Context: an optimization exercise on an open-source flow, tuned for small area. The choices shown serve that exercise and are no tape-out recipe. In this exercise RTL edits were held to simulation tests only and were not proved equivalent to the original. Power is estimated from default activity; no workload was simulated.

==> flow/design.v (excerpt) <==
module mdio_responder #(
  parameter int          PREAMBLE_MIN = 32,
  parameter logic [15:0] PHY_ID1      = 16'h0141,
  parameter logic [15:0] PHY_ID2      = 16'h0CC2,
  parameter bit          BCAST_EN     = 1'b1
) (
  input  logic        clk_8_3mhz,
  input  logic        reset_n,
  input  logic [4:0]  phy_addr,
  input  logic        mdio_in,
  output logic        mdio_out,
  output logic        mdio_oe,
  input  logic        host_wr_en,
  input  logic [4:0]  host_wr_addr,
  input  logic [15:0] host_wr_data,
  input  logic [4:0]  host_rd_addr,
  output logic [15:0] host_rd_data,
  output logic        mgmt_wr_strobe,
  output logic [4:0]  mgmt_wr_addr,
  output logic [15:0] mgmt_wr_data,
  output logic        mgmt_rd_strobe,
  output logic        frame_err
);
  localparam int CW = $clog2(PREAMBLE_MIN + 1) > 5 ? $clog2(PREAMBLE_MIN + 1) : 5;
  logic          infr;     
  logic [CW-1:0] c;        
  logic          ign;      
  logic          op_hi;
  logic          rd;
  logic [4:0]    regad;    
  logic [1:0]    sh_hi;
  logic [4:0]  p;
  logic        p_op1, p_op2, p_pa, p_ra, p_ta, p_ta2, p_data, p_last;
  logic        drive;
  logic [4:0]  pa_next, ra_next;
  logic [15:0] wd_next;
  logic        cap, commit;
  assign p       = c[4:0];
  assign p_op1   = infr && p == 5'd1;
  assign p_op2   = infr && p == 5'd2;
  assign p_pa    = infr && p == 5'd7;
  assign p_ra    = infr && p == 5'd12;
  assign p_ta    = infr && (p == 5'd13 || p == 5'd14);
  assign p_ta2   = infr && p == 5'd14;
  assign p_data  = infr && p >= 5'd15;
  assign p_last  = infr && p == 5'd30;
  assign pa_next = {mgmt_wr_data[3:0], mdio_in};
  assign ra_next = {regad[3:0], mdio_in};
  assign wd_next = {mgmt_wr_data[14:0], mdio_in};
  assign drive   = rd && !ign && (p_ta2 || p_data);
  assign cap     = p_ra && rd && !ign;
  assign commit  = p_last && !rd && !ign;
  assign regad = mgmt_wr_addr;
  logic         ph;
  ...
Settings: LEC_CHECK=0, CAP_MARGIN=15, CELL_PAD_IN_SITES_DETAIL_PLACEMENT=1, CELL_PAD_IN_SITES_GLOBAL_PLACEMENT=1, CORE_MARGIN=2, CORE_UTILIZATION=48, GPL_TIMING_DRIVEN=0, SLEW_MARGIN=10, SYNTH_HIERARCHICAL=1, SYNTH_MINIMUM_KEEP_SIZE=0; clock period 10.0 ns.
standard.sh (not shown) runs the stock make flow with config.mk's settings and CLKGATE_MAP_FILE= SYNTH_SCRIPT=/design/flow/synth_recipe.tcl, a recipe that flattens the netlist after the stock synthesis.
==> flow/flow/run.sh <==
#!/bin/bash
# Standard ORFS layout, with two changes: the port buffers are the smallest
# buffer cell, and clock tree synthesis uses small clock buffers and adds no
# dummy loads. The full output of the run goes to flow.log here.
set -euo pipefail
bash standard.sh \
  "BUFFER_PORTS_ARGS=-buffer_cell sky130_fd_sc_hd__buf_1" \
  "CTS_ARGS=-sink_clustering_enable -repair_clock_nets -dont_use_dummy_load -sink_clustering_size 14 -sink_clustering_max_diameter 70 -buf_list {sky130_fd_sc_hd__clkbuf_8}" \
  finish > flow.log 2>&1
The starting point finished but failed the layout checks on slew limit.
Edit:
--- a/flow/flow/run.sh
+++ b/flow/flow/run.sh
@@ -6,4 +6,4 @@
 bash standard.sh \
   "BUFFER_PORTS_ARGS=-buffer_cell sky130_fd_sc_hd__buf_1" \
-  "CTS_ARGS=-sink_clustering_enable -repair_clock_nets -dont_use_dummy_load -sink_clustering_size 14 -sink_clustering_max_diameter 70 -buf_list {sky130_fd_sc_hd__clkbuf_8}" \
+  "CTS_ARGS=-sink_clustering_enable -repair_clock_nets -dont_use_dummy_load -sink_clustering_size 16 -sink_clustering_max_diameter 75 -buf_list {sky130_fd_sc_hd__clkbuf_8}" \
   finish > flow.log 2>&1
CORE_UTILIZATION = 40   (was 48)
Outcome:
- This time the run ran to the end with no violations
- combinational power barely changes
- total power falls by 0.63%
- die area increases by 20%
- via count shrinks by 1.9%
- global-route usage went down by 6.4 points
- design area climbs by 1.3%
- register-to-register slack barely changes
- first-iteration DRC count goes down by 21%
- clock power hardly moves
- flip-flop and latch count does not change
- wire length rises by 3.4%

---

Another version of the RTL of mdio_responder (not shown whole).
Settings: LEC_CHECK=0, CAP_MARGIN=10, CELL_PAD_IN_SITES_DETAIL_PLACEMENT=1, CELL_PAD_IN_SITES_GLOBAL_PLACEMENT=1, CORE_MARGIN=2, CORE_UTILIZATION=48, GPL_TIMING_DRIVEN=0, SLEW_MARGIN=10, SYNTH_HIERARCHICAL=1, SYNTH_MINIMUM_KEEP_SIZE=0; clock period 10.0 ns.
==> flow/flow/run.sh <==
#!/bin/bash
# Standard ORFS layout, with two changes: the port buffers are the smallest
# buffer cell, and clock tree synthesis uses small clock buffers and adds no
# dummy loads. The full output of the run goes to flow.log here.
set -euo pipefail
bash standard.sh \
  "BUFFER_PORTS_ARGS=-buffer_cell sky130_fd_sc_hd__buf_1" \
  "CTS_ARGS=-sink_clustering_enable -repair_clock_nets -dont_use_dummy_load -sink_clustering_size 14 -sink_clustering_max_diameter 70 -buf_list {sky130_fd_sc_hd__clkbuf_8}" \
  finish > flow.log 2>&1
The baseline finished clean.
==> next run, changes <==
Settings changed: CORE_UTILIZATION 48 to 40.
What happened:
- The changed run produced a clean layout
- setup slack gets better by 0.033 ns
- sequential cell count does not change
- area after synthesis stays the same
